From an optimization exercise on the open Yosys and OpenROAD flow, aimed at small area and a short achievable clock period; shortcuts taken in it are not production practice. At most, simulation tests tie the RTL to the original design; equivalence was not proved. Power and IR drop assume default switching activity.

// rdmx_control
module rdmx_control (
    input  logic                        clk,
    input  logic                        resetn,
    input  logic [40:0]                 reg_wr,
    output logic                        wr_done,
    output logic [1:0]                  wr_resp,
    input  logic [8:0]                  reg_rd_req,
    output logic [34:0]                 reg_rd,
    input  logic [2:0]                  events,
    input  logic [1:0]                  overflow,
    input  logic [2:0]                  async_status,
    input  logic [514:0]                stream,
    output logic [127:0]                pci,
    output logic                        loopback,
    output logic                        pause_pci,
    output logic                        resetn_out
);
For scale: ~1,700 cells after synthesis, about 740 I/O pins, about 0.017 sq mm of cells after synthesis.
Settings: LEC_CHECK=0, CAP_MARGIN=20, CORE_MARGIN=2, CORE_UTILIZATION=40, SETUP_SLACK_MARGIN=2.6, SLEW_MARGIN=20, SYNTH_HIERARCHICAL=1, SYNTH_MINIMUM_KEEP_SIZE=0; clock period 5.0 ns.
run.sh (not shown) runs the stock make flow with config.mk's settings and CLKGATE_MAP_FILE= SYNTH_SCRIPT=/design/flow/synth_recipe.tcl, a recipe that flattens the netlist after the stock synthesis.
==> next run, changes <==
==> flow/flow/run.sh (new file) <==
#!/bin/bash
# Standard layout, with every port buffered by the smallest buffer
# instead of the resizer's default pick (a delay cell on sky130hd).
set -euo pipefail
export BUFFER_PORTS_ARGS="-buffer_cell sky130_fd_sc_hd__buf_1"
bash standard.sh > standard_flow.log 2>&1
==> flow/standard.sh (new file) <==
#!/bin/bash
# synth_recipe.tcl (not shown) runs the flow's synth.tcl, then flattens the netlist and writes it again
# the make line also repeats each setting of config.mk as NAME=value (left out here)
make -C /OpenROAD-flow-scripts/flow DESIGN_CONFIG=/design/flow/config.mk WORK_HOME=/design/flow/orfs CLKGATE_MAP_FILE= SYNTH_SCRIPT=/design/flow/synth_recipe.tcl "${@:-finish}"
removed: flow/run.sh
Result: The new run finished with timing, DRC and antenna clean. Synthesized cell count does not change. Via count came out lower slightly. Total power decreases slightly. Worst hold slack hardly moves. Utilization goes down by 3.7 points. Global-route usage goes down by 1.2 points. Critical path depth increases by 6. Final cell count is about the same. Count of clock-buffer cells in the layout went down by 5.
No run of this note included a check of the RTL's function; only the layout flow was run.

Setup of JK:
Another version of the RTL of rdmx_control (not shown whole).
Size in the first run: about 1,700 cells after synthesis.
clock: 5.0 ns
lec_check: 0
cap_margin: 20
core_margin: 2
core_utilization: 40
cts_buf_list: sky130_fd_sc_hd__clkbuf_8
cts_cluster_diameter: 60
cts_cluster_size: 14
gpl_routability_driven: 0
setup_slack_margin: 2.72
slew_margin: 20
synth_hierarchical: 1
synth_minimum_keep_size: 0
standard.sh (not shown) runs the stock make flow with config.mk's settings and CLKGATE_MAP_FILE= SYNTH_SCRIPT=/design/flow/synth_recipe.tcl, a recipe that flattens the netlist after the stock synthesis.
==> flow/flow/run.sh <==
#!/bin/bash
# Standard layout, with every port buffered by the smallest buffer
# instead of the resizer's default pick (a delay cell on sky130hd), and
# clock tree synthesis without dummy load cells.
set -euo pipefail
export BUFFER_PORTS_ARGS="-buffer_cell sky130_fd_sc_hd__buf_1"
export CTS_ARGS="-sink_clustering_enable -repair_clock_nets -buf_list sky130_fd_sc_hd__clkbuf_8 -sink_clustering_size 14 -sink_clustering_max_diameter 60 -dont_use_dummy_load"
bash standard.sh > standard_flow.log 2>&1
The final layout from JK, which completed every stage, passed the timing, DRC and antenna checks at the end of the flow.
The following lists how MS was set up differently from JK:
- a deleted GPL_ROUTABILITY_DRIVEN that had been 0
- a change of SLEW_MARGIN from 20 to 5
- a change of CAP_MARGIN from 20 to 5
Notes after the runs:
Taking JK as the reference, in MS synthesized cell count now sits at about the same level; sequential fraction of total cell area now sits at about the same level; final instance area now sits at about the same level; clock share of power now sits at about the same level; clock transition at the registers of the reported paths now sits at about the same level. Timing, DRC, antenna: 0 failures across JK and MS. ~same length of routed wiring on met1 in JK and MS.

## run 1
Another version of the RTL of rdmx_control (not shown whole).
Size: ~1700 cells after synthesis, about 740 I/O pins.
Settings: LEC_CHECK=0, CAP_MARGIN=20, CORE_MARGIN=2, CORE_UTILIZATION=40, CTS_BUF_LIST=sky130_fd_sc_hd__clkbuf_8, CTS_CLUSTER_DIAMETER=60, CTS_CLUSTER_SIZE=14, SETUP_SLACK_MARGIN=2.7, SLEW_MARGIN=20, SYNTH_HIERARCHICAL=1, SYNTH_MINIMUM_KEEP_SIZE=0, TNS_END_PERCENT=0; clock period 5.0 ns.
==> flow/flow/run.sh <==
#!/bin/bash
# Standard layout, with every port buffered by the smallest buffer
# instead of the resizer's default pick (a delay cell on sky130hd).
set -euo pipefail
export BUFFER_PORTS_ARGS="-buffer_cell sky130_fd_sc_hd__buf_1"
bash standard.sh > standard_flow.log 2>&1
Both conditions hold for run 1: the flow ran to the end and the final layout passed the timing, DRC and antenna checks.
The following lists how run 2 was set up differently from run 1:
- swapping 2.7 for 2.8 in SETUP_SLACK_MARGIN
- clearing TNS_END_PERCENT, which used to be 0
## What came out
Run 2 against run 1; number of clock buffers in the layout is up by more than 10%. Where final critical path time including I/O delays and setup is concerned, run 1 is outperformed by run 2. Compared with run 1, in run 2 average via count per standard cell ~0 delta, total wire length after detailed routing now larger, clock network power share has increased, worst setup slack went up by 0.15 ns, cell depth of the worst flop-to-flop path increased 1. Going from run 1 to run 2, the leakage power figure was found to have gone up by 0.80 nW. Run 2 ended up with a lower share of power burned in registers than run 1 did. The capturing instance or port of the critical path comes out u_read_mux.rd_data[16] in one run and resetn_out in the other, namely in run 1 and run 2 respectively. When run 2 is set beside run 1, its non-filler instance count after layout turns out to be 32 larger.
The inputs of run 3 differ from those of run 2 as listed below.
- PLACE_DENSITY now 0.45, previously not set
- SETUP_SLACK_MARGIN now 2.7, was 2.8
--- outcome ---
- Of run 2 and run 3, the run reporting the higher count of clock-buffer cells in the layout was run 3.
- Relative to run 2, the first-pass GRT wire length of run 3 is higher by about 3%.
- Run 3 does better than run 2 on total non-filler cell area in the finished layout.

RTL: one of the versions met above, not the one the previous note started from.
For scale: about 1700 cells after synthesis, ~740 I/O pins, ~17000 sq um of cells after synthesis.
==> flow/design.v (excerpt) <==
module rdmx_control (
    input  logic                        clk,
    input  logic                        resetn,
    input  logic [40:0]                 reg_wr,
    output logic                        wr_done,
    output logic [1:0]                  wr_resp,
    input  logic [8:0]                  reg_rd_req,
    output logic [34:0]                 reg_rd,
    input  logic [2:0]                  events,
    input  logic [1:0]                  overflow,
    input  logic [2:0]                  async_status,
    input  logic [514:0]                stream,
    output logic [127:0]                pci,
    output logic                        loopback,
    output logic                        pause_pci,
    output logic                        resetn_out
);
Settings: LEC_CHECK=0, CAP_MARGIN=20, CORE_MARGIN=2, CORE_UTILIZATION=40, CTS_BUF_LIST=sky130_fd_sc_hd__clkbuf_8, CTS_CLUSTER_DIAMETER=60, CTS_CLUSTER_SIZE=16, SETUP_SLACK_MARGIN=2.72, SLEW_MARGIN=20, SYNTH_HIERARCHICAL=1, SYNTH_MINIMUM_KEEP_SIZE=0; clock period 5.0 ns.
==> flow/flow/run.sh <==
#!/bin/bash
# Standard layout, with every port buffered by the smallest buffer
# instead of the resizer's default pick (a delay cell on sky130hd), and
# clock tree synthesis without dummy load cells.
set -euo pipefail
export BUFFER_PORTS_ARGS="-buffer_cell sky130_fd_sc_hd__buf_1"
export CTS_ARGS="-sink_clustering_enable -repair_clock_nets -buf_list sky130_fd_sc_hd__clkbuf_8 -sink_clustering_size 16 -sink_clustering_max_diameter 60 -dont_use_dummy_load"
bash standard.sh > standard_flow.log 2>&1
Change:
==> flow/flow/run.sh (replaced) <==
#!/bin/bash
# Standard layout, with every port buffered by the smallest buffer
# instead of the resizer's default pick (a delay cell on sky130hd), and
# clock tree synthesis without dummy load cells.
set -euo pipefail
export BUFFER_PORTS_ARGS="-buffer_cell sky130_fd_sc_hd__buf_1"
export CTS_ARGS="-sink_clustering_enable -repair_clock_nets -buf_list sky130_fd_sc_hd__clkbuf_8 -sink_clustering_size 14 -sink_clustering_max_diameter 60 -dont_use_dummy_load"
bash standard.sh > standard_flow.log 2>&1
- CTS_CLUSTER_SIZE: 16 -> 14
- SETUP_SLACK_MARGIN: 2.72 -> 2.75
=> Final cell count rises by 0.63%; global-route usage goes down by 1.5 points; total power goes up by 2.8%; worst setup slack improved by 23 ps; synthesized cell count stays the same; worst hold slack gains 11 ps.
Change:
==> flow/flow/run.sh (replaced) <==
#!/bin/bash
# Standard layout, with every port buffered by the smallest buffer
# instead of the resizer's default pick (a delay cell on sky130hd).
set -euo pipefail
export BUFFER_PORTS_ARGS="-buffer_cell sky130_fd_sc_hd__buf_1"
bash standard.sh > standard_flow.log 2>&1
- SETUP_SLACK_MARGIN: 2.75 -> 2.8
What happened:
- die area is unchanged
- clock skew drops by 19 ps
- first-iteration DRC count is higher by 14%
- total power climbs by 7.0%
- worst hold slack barely changes
- maximum frequency is about the same
- setup slack gains 4.1 ps
Change:
- SETUP_SLACK_MARGIN: 2.8 -> 2.7
=> The changed run finished clean. Count of clock-buffer cells in the layout climbs by 1. Design area drops by 2.9%. Die area does not change.

Setup of v16:
rdmx_control with an RTL version that a note above also has.
Size: ~1,700 cells after synthesis, about 740 I/O pins, roughly 0.017 mm^2 of cells after synthesis.
Settings: LEC_CHECK=0, CAP_MARGIN=20, CORE_MARGIN=2, CORE_UTILIZATION=40, CTS_BUF_LIST=sky130_fd_sc_hd__clkbuf_8, CTS_CLUSTER_DIAMETER=60, CTS_CLUSTER_SIZE=14, SETUP_SLACK_MARGIN=2.7, SLEW_MARGIN=20, SYNTH_HIERARCHICAL=1, SYNTH_MINIMUM_KEEP_SIZE=0, TNS_END_PERCENT=20; clock period 5.0 ns.
==> flow/flow/run.sh <==
#!/bin/bash
# Standard layout, with every port buffered by the smallest buffer
# instead of the resizer's default pick (a delay cell on sky130hd).
set -euo pipefail
export BUFFER_PORTS_ARGS="-buffer_cell sky130_fd_sc_hd__buf_1"
bash standard.sh > standard_flow.log 2>&1
Setup changes, v16 to v32
- changing CTS_BUF_LIST from sky130_fd_sc_hd__clkbuf_8 to sky130_fd_sc_hd__clkbuf_4
- removing TNS_END_PERCENT (formerly 20)
- changing CTS_CLUSTER_SIZE from 14 to 10
- changing CTS_CLUSTER_DIAMETER from 60 to 50
==> comparison <==
Looking at standard cell with the maximum stage delay on the critical path, the sky130_fd_sc_hd__dfxtp_1 result is from v16; the sky130_fd_sc_hd__nor2b_4 one comes from v32.
Delta (v32 minus v16): combinational power share rose by 1.4 points; overall track demand over capacity in global routing rose by 0.71 points; area used by multi-input combinational logic rose by 130 um^2; met3 layer wire length in the routed design rose by 20%; final critical-path share of the clock period rose by 0.31 points.
Re setup-violating endpoint count in the final report: no difference whatsoever between v32 and v16.
| overall power of the completed layout | v32 vs v16 | better |
Against v16 as the reference, v32 delivers a higher remaining max-slew budget at the tightest pin.
Compared with v16, buffers inserted during post-CTS setup optimization in v32 increased by more than 100%.
v16 has a higher fmax than v32.
v32 reports its timing startpoint of the critical path as resetn while v16 reports u_ctl_regs.pause_pci$_DFF_P_.
input pin to flip-flop as the kind of path behind the tightest hold check was reported by v32, and flip-flop to flip-flop by v16.
The run with more routed wire is v32, not v16.
--- input diff v32..v49 ---
- CTS_CLUSTER_DIAMETER now 70, was 50
- CTS_CLUSTER_SIZE now 18, was 10
- CTS_BUF_LIST now sky130_fd_sc_hd__clkbuf_8, was sky130_fd_sc_hd__clkbuf_4
## What came out
v49 — number of H-tree levels 1 lower, v32 as reference. Maximum clock rate (v49 vs. v32) increases by a few percent. As far as synthesized area per cell goes, v49 and v32 are indistinguishable; the numbers are identical. Summary of v49 over v32: clock latency on the worst-skew pair lower, share of the clock period used by the worst path after layout shows a reduction of 2.3 points.
[inputs] v5 vs v49
- CTS_CLUSTER_SIZE: 18 -> 14
- CTS_CLUSTER_DIAMETER: 70 -> 60
Notes after the runs:
Diff v5..v49 | fraction of the cycle the final worst path needs | negligible
Against v49, v5 comes in about 2.4% higher on total power.
Core utilization on v5 is up relative to v49.
| total track usage | v49 vs v5 | ≈ equal |

re-timing with driven ports:
Ports are ideal in the flow. The routed layouts listed here were re-timed in OpenROAD. Step 1: set_driving_cell puts a clkbuf_16 on clk and a buf_2 on each other input, an assumption about the parent block. Step 2 times the ports against the registers' clock, not the clock port: input delays grow and output delays shrink by t, the midpoint of the rising clock arrivals with the driver on. a / b / c = no drivers / after step 1 / after step 2; a / b = the first two.
run | t, ns | setup slack, ns | latest minus earliest clock arrival (ns) | cell pins on the clock port's net
the first run of note 1 | 0.617 | 2.562 / 2.531 / 2.005 | 0.011 / 0.011 | 1
the second run of note 1 | 0.619 | 2.539 / 2.542 / 1.934 | 0.015 / 0.015 | 1
JK | 0.627 | 2.675 / 2.637 / 2.110 | 0.073 / 0.074 | 1
MS | 0.627 | 2.675 / 2.637 / 2.110 | 0.073 / 0.074 | 1
run 1 | 0.657 | 2.503 / 2.515 / 1.872 | 0.043 / 0.043 | 1
run 2 | 0.667 | 2.657 / 2.605 / 2.096 | 0.036 / 0.037 | 1
run 3 | 0.662 | 2.558 / 2.518 / 2.096 | 0.022 / 0.022 | 1
the first run of note 4 | 0.623 | 2.648 / 2.637 / 2.041 | 0.081 / 0.081 | 1
the second run of note 4 | 0.649 | 2.671 / 2.638 / 2.115 | 0.059 / 0.059 | 1
the third run of note 4 | 0.670 | 2.676 / 2.641 / 2.097 | 0.045 / 0.045 | 1
the fourth run of note 4 | 0.648 | 2.674 / 2.635 / 2.049 | 0.049 / 0.048 | 1
v16 | 0.665 | 2.548 / 2.501 / 1.950 | 0.043 / 0.043 | 1
v32 | 0.858 | 2.532 / 2.499 / 1.740 | 0.032 / 0.032 | 1
v49 | 0.710 | 2.647 / 2.585 / 2.014 | 0.034 / 0.035 | 1
v5 | 0.679 | 2.647 / 2.588 / 2.052 | 0.048 / 0.047 | 1
After both steps setup and hold are still met in every run listed. The setup slack of v32, which loses most, moves by -0.033 ns with the drivers and by -0.792 ns with both steps.
